What follows belongs to an exercise in optimizing a design on an open flow for small area and few clock cycles per item; a production flow would make more cautious choices. No functional check of the RTL was part of any run shown here. Power and IR drop assume default switching activity.

==> flow/design.v (outline; a module is shown in full before it is edited, if it fits) <==
// module fpu_mul_lopd48: 46 lines
// module fpu_mul_prenorm_pipe: 85 lines
// module fpu_mul_mant_mul: 1574 lines
// module fpu_mul_mant_fin: 29 lines
// module fpu_mul_fa: 4 lines
// module fpu_mul_ha: 4 lines
// module fpu_mul_xn: 3 lines
// module fpu_mul_or: 3 lines
// module fpu_mul_bx: 3 lines
// module fpu_mul_bs2: 4 lines
// module fpu_mul_bs: 3 lines
module fpu_mul_prenorm_pipe #(
  parameter int SIZE_DATA = 8,
  parameter int SIZE_MANT = 24,
  parameter int SIZE_LOPD = 8,
  parameter int BIAS      = 127
) (
  input  logic                   i_clk,
  input  logic                   i_rst_n,
  input  logic                   i_valid,
  output logic                   o_ready,
  input  logic [31:0]            i_data_a,
  input  logic [31:0]            i_data_b,
  output logic                   o_valid,
  input  logic                   i_ready,
  output logic                   o_sign,
  output logic [SIZE_DATA-1:0]   o_data_exp,
  output logic                   o_exp_oor,
  output logic [2*SIZE_MANT-1:0] o_mant_prod,
  output logic                   o_ov_flag,
  output logic                   o_un_flag,
  output logic [SIZE_LOPD-1:0]   o_one_pos,
  output logic                   o_zero_flag
);
  // ...
==> flow/run.sh <==
#!/bin/bash
# synth_recipe.tcl (not shown) runs the flow's synth.tcl, then flattens the netlist and writes it again
# the make line also repeats each setting of config.mk as NAME=value (left out here)
make -C /OpenROAD-flow-scripts/flow DESIGN_CONFIG=/design/flow/config.mk WORK_HOME=/design/flow/orfs CLKGATE_MAP_FILE= SYNTH_SCRIPT=/design/flow/synth_recipe.tcl finish
==> flow/config.mk <==
export PLATFORM = sky130hd
export DESIGN_NAME = fpu_mul_prenorm_pipe
export DESIGN_NICKNAME = fpu_mul_prenorm_pipe
export VERILOG_FILES = /design/flow/design.v
export SDC_FILE = /design/flow/constraint.sdc
export NUM_CORES = 4
export LEC_CHECK = 0
export CAP_MARGIN = 20
export CORE_MARGIN = 2
export CORE_UTILIZATION = 40
export CTS_BUF_LIST = sky130_fd_sc_hd__clkbuf_8
export GPL_TIMING_DRIVEN = 0
export SLEW_MARGIN = 20
export SYNTH_HIERARCHICAL = 1
export SYNTH_MINIMUM_KEEP_SIZE = 0
==> flow/constraint.sdc <==
create_clock -name core_clock -period 8.0 [get_ports {i_clk}]
set_input_delay 1.6000 -clock core_clock [delete_from_list [all_inputs] [get_ports {i_clk}]]
set_output_delay 1.6000 -clock core_clock [all_outputs]
set_load 0.01 [all_outputs]
==> results by group, run 1 <==
Finish
  • Leading cell kind: multi-input gates
  • Clock-cell share of area: under 10%
  • Largest register FFs: between 40 and 50
  • Non-clock buffer count: 178
  • CLK BUF: 9
  • Share of cells above drive strength 1: roughly 6.8%
  • Commonest non-fill, non-tap cell in the layout: fa_1

Power and ir drop
  • Cell Pwr Density: 485.0 nW/µm²
  • Clock group power: 0.316 mW
  • Int Power: approximately 4.7 mW
  • Psw: 4.202 mW

Worst setup path
  • Worst setup path end: r_gn[6]
  • Top delay family on crit path: adder cells
  • R2R depth: 3
  • Crit path DAT: 7.82 ns
  • RR Endpoint: r_sn[0]
  • Crit. path cell count: 16

Timing
  • Clk_skew: 0.01189 ns
  • Fin. max-slew vios: 0
  • Final hold vios: 0

Synth
  • Synth Area in Simple Gates: 8.047%
  • Dominant cell by count in the synthesized netlist: fa_1

Outcome
  • Outcome: no timing/DRC/antenna violations

Die
  • Core footprint: 38,830 µm²
  • Die area: 41,180 µm²

GRT
  • Largest net degree at the start of global routing: 52
  • Antenna violations before repair: 3
  • Vias in the first global route: approximately 13,000
  • GRT met2 Usage: 36.74%

Drt
  • Met2 WL post-DR: ~21,000 µm
  • Highest routed layer: met4
  • Drt pass-1 iters: 5

Worst hold path
  • Hold Startpoint: r_valid

Placement
  • Hpwl dp: ~37,000 µm
==> run 2: changes to the inputs <==
==> flow/flow/run.sh (new file) <==
#!/bin/bash
# The standard layout, except that the port buffers are sky130_fd_sc_hd__buf_1
# cells (resized later by repair as needed) instead of the delay cells
# buffer_ports picks by default. Every port still gets its own buffer.
set -euo pipefail
bash standard.sh 'BUFFER_PORTS_ARGS=-buffer_cell sky130_fd_sc_hd__buf_1' finish > orfs_make.log 2>&1
==> flow/standard.sh (new file) <==
#!/bin/bash
# synth_recipe.tcl (not shown) runs the flow's synth.tcl, then flattens the netlist and writes it again
# the make line also repeats each setting of config.mk as NAME=value (left out here)
make -C /OpenROAD-flow-scripts/flow DESIGN_CONFIG=/design/flow/config.mk WORK_HOME=/design/flow/orfs CLKGATE_MAP_FILE= SYNTH_SCRIPT=/design/flow/synth_recipe.tcl "${@:-finish}"
removed: flow/run.sh
==> run 2 against run 1 <==
Still clean; fmax increased by 3.9%; hold slack about the same; synthesized cell count unchanged; first-iteration DRC count increased by 18%; routed wire length increased by 0.27%; sequential cell count unchanged; die area unchanged; register-to-register slack about the same; clock skew increased by 0.00062 ns; final cell count decreased by 0.14%; sequential share of layout area increased by 0.52 points; critical endpoint is now r_gn[3]; highest routed layer unchanged.
==> results by group, run 2 <==
Outcome
  • Outcome: no timing/DRC/antenna violations

Synth
  • Mapped Cells: 1,416
  • Post-synthesis xor/xnor area fraction: between 10% and 20%
  • Number of register bits inferred by synthesis: a little under 70
  • Synth Area in Simple Gates: 8.047% (unchanged)
  • Synth unique cells: 65
  • Top post-synthesis cells by area: fa_1 (37%), xor2_1 (15%), a22oi_1 (14%)
  • Fraction of the mapped netlist area in compound gates: approximately 18%
  • Post-synthesis mux area share: 0%
  • Adder-Cell Fraction of Synth Area: 40.63%
  • FFs w/ async S/R, synth: 1.471%
  • Yosys top cell by area: fa_1
  • Yosys top cell area share: between 30% and 40%
  • Synthesized cell area: ~16,000 µm²
  • Syn avg cell area: about 11 µm²
  • Sequential share of the synthesized area: 12.87%
  • Largest family of logic cells by synthesized area: adder cells
  • Synth cell count leaders: fa_1 (295), a22oi_1 (288), xor2_1 (280)
  • Dominant cell by count in the synthesized netlist: fa_1
  • EDFF count, synth: 67
  • Synth Flop Type: edfxtp_1
  • Yosys warns: 12

Clock network
  • Setup bufs post-CTS: 0
  • Clock transition at path regs: 0.08 ns
  • CTS tree: done
  • Total CTS buffers: 9
  • Clock sinks: between 60 and 70
  • Post-cts resize count: 0
  • CTS H-tree lvls: 3
  • Root buffer cell: clkbuf_8
  • CTS max path bufs: 2
  • Clock Latency Late Sink: 0.36 ns
  • Cts hold-fix bufs: 0

Placement
  • Port bufs: around 140
  • Hpwl dp: 37,470 µm (about the same)
  • Gpl congestion: a little over 0.9
  • Cell Area, Placed: 17,330 µm²

GRT
  • Met1 Usage GRT: about a third
  • Aggregate global routing overflow: 0
  • GRT met2 Usage: 37.46% (+0.72 points)
  • Vias in the first global route: 12,960 (+0.21%)
  • GRT Overall Usage: 23.89%
  • Largest net degree at the start of global routing: 54 (+3.8%)
  • First-pass GRT wire length: around 76,000 µm
  • Antenna violations before repair: 0 (-3)
  • Met3 Use GR: under 10%
  • Most Used Layer, Global Route: met2

Finish
  • Fillcell total: about 3,700
  • Share of cells above drive strength 1: 7.585% (+0.83 points)
  • Most frequent cells in the layout: fa_1 (295), a22oi_1 (288), xor2_1 (280), buf_1 (115), edfxtp_1 (67)
  • Largest register FFs: 48 (unchanged)
  • Largest regs: r_sn: 48 flops, r_gn: 9 flops, r_exp: 8 flops
  • Final core occ: 45.20%
  • Top reg by flops: r_sn
  • Area Growth Syn to Fin: 10.89%
  • Final Instance Area: around 18,000 µm²
  • Commonest non-fill, non-tap cell in the layout: fa_1
  • Final-stage net count: 1,982
  • N_diodes: 0

Timing
  • Worst Max-Slew Pin Slew: 1.162 ns
  • Clk_skew: 0.01252 ns (+0.0006218 ns)
  • Final hold vios: 0 (unchanged)
  • Final period utilization: between 90% and 100%
  • RSZ-0062 raised after global routing: no
  • Fmax: about 130 MHz
  • Tmin final: 7.425 ns
  • Max-Slew Margin vs Limit: 22.52%
  • Final Setup Violations: 0
  • Fin. max-slew vios: 0 (unchanged)

Drt
  • DRT antenna net count: 0
  • Drt pass-1 iters: 5 (unchanged)
  • Residual DRC: 0
  • Initial DRC count: between 1,000 and 1,500
  • Wire per inst: ~23 µm
  • Final wirelength: 48,380 µm
  • Drt via density: around 5.9
  • Routed via count: 12,300

Die
  • Rows: 72
  • Die X: approximately 200 µm
  • Die area: 41,180 µm² (unchanged)
  • Die height: 202.9 µm
  • # IOs: 139
  • Core footprint: 38,830 µm² (unchanged)
  • Initial core utilization: about two fifths

Worst setup path
  • Startpoint types: input port
  • Critical-path cell list: buf_2 -> buf_12 -> ha_1 -> nand2b_1 -> inv_2 -> xor2_1 -> a22oi_1 -> fa_1 -> fa_1 -> fa_1 -> fa_1 -> fa_1 -> or2_1 -> fa_1 -> fa_1 -> fa_1 -> buf_4
  • Critical Path End Type: flip-flop
  • Crit-path slowest cell: fa_1
  • Crit path DAT: 7.55 ns (-0.27 ns)
  • R2r setup slk: around 6.6 ns
  • Crit-path max FO: 27
  • CP Data Required Time: approximately 8 ns
  • WS Path Type: input port to flip-flop
  • Cell mode on critical path: fa_1
  • Slowest cell delay on critical path: 0.63 ns

Run
  • Max-Cap Viols: 0

Worst hold path
  • Hold Crit Class: flip-flop to flip-flop

Power and ir drop
  • Cell Pwr Density: 495.1 nW/µm² (+2.1%)
  • Worst vdd ir: 409.9 µV
  • Leakage: approximately 6.3 nW
run 2: cell counts after synthesis:
No cell type changed its count.
run 2: Yosys stat by module, one instance, submodules excluded, a selection:
module	times used	flip-flops and latches	cells
fpu_mul_prenorm_pipe	1	68	158
fpu_mul_mant_fin	1	0	123
fpu_mul_mant_mul	1	0	103
fpu_mul_fa	294	0	1
fpu_mul_bs2	144	0	2
fpu_mul_bs	12	0	1
fpu_mul_ha	6	0	1
fpu_mul_bx	264	0	1
fpu_mul_xn	38	0	1
fpu_mul_or	38	0	1
run 2: kinds of logic after synthesis:
logic type      count (synthesis)
other cells                     2
flops                          68
xor+xnor                      328
simple gates                  222
fa+ha+maj                     337
compound gates                371
buf+inv                        88
run 2: power breakdown:
group          internal, mW  switching, mW
registers              1.09         0.0984
clock network         0.149          0.151
logic                  3.20           4.00
run 2: through the flow:
stage	TNS (ns)	power, mW	cells	setup slack, ns	hold slack, ns
2_1_floorplan	0	5.745	1418	0.4861	0.6221
3_3_place_gp	-45.75	8.095	2072	-2.025	0.5019
3_5_place_dp	0	8.373	2083	0.1932	0.5312
4_1_cts	0	8.684	2099	0.5807	0.5559
5_1_grt	0	9.544	2100	0.3782	0.6110
6_report	0	8.690	2100	0.5745	0.5443
run 2: per-layer routing:
metal	share of wire [%]	up-vias
met5	0	-
met4	2.6	0
met3	8.8	78
met2	44	590
met1	44	6219
li1	-	5412
run 2: layout make-up:
type | count | area, µm² | area share (%)
sequential | 68 | 2037 | 11.61
clock buffer | 9 | 123.9 | 0.7058
multi-input combinational | 1262 | 13530 | 77.07
timing repair buffer | 148 | 747.0 | 4.256
buffer | 28 | 161.4 | 0.9197
inverter | 60 | 225.2 | 1.283
tap | 518 | 648.1 | 3.693
clock inverter | 7 | 82.58 | 0.4705
run 2: worst max-delay path: cells and delay by family:
family	cells	cell delay [ns]
buffers and inverters	4	1.13
xor gates and xnor gates	1	0.27
adders and majority gates	9	3.89
AOI/OAI and AO/OA	1	0.15
and+or+nand+nor	2	0.46
run 2: path summary, 6_finish.rpt:
kind / depth (start not counted) / start / to
worst max-delay path: 17 / i_data_b[1] / r_gn[3]
worst min-delay path: 2 / r_valid / r_valid
worst max register to register: 3 / r_valid / r_sn[2]
worst min register to register: 2 / r_valid / r_valid
max in group asynchronous: 1 / i_rst_n / r_valid
min in group asynchronous: 1 / i_rst_n / r_valid

port drivers added, routing unchanged:
In the flow no input, the clock included, has a driving cell. The finished layouts below were timed again as built, in two steps. Step 1 sets driving cells, clkbuf_16 on the clock port and buf_2 on the other inputs (assumed; they add their load-dependent delay and slew). Step 2 moves the port delays by t, midway between the first and last clock arrival at a register: inputs arrive t later, outputs are due t later. That takes back most of the time a late clock gives input paths. a / b / c = ideal ports / drivers / drivers and shift; a / b = the first two.
run	t, ns	setup WS [ns]	worst setup path after step 2	slew at the worst register clock pin (ns)	cell pins on the clock port's net
run 1	0.389	0.282 / 0.302 / -0.087	input to register	0.09 / 0.09	1
run 2	0.398	0.575 / 0.597 / 0.199	input to register	0.09 / 0.09	1
Met with ideal ports but missed after step 2: setup timing in run 1. For run 2, which loses most, drivers alone change the setup slack by +0.022 ns; drivers and shift together by -0.376 ns.
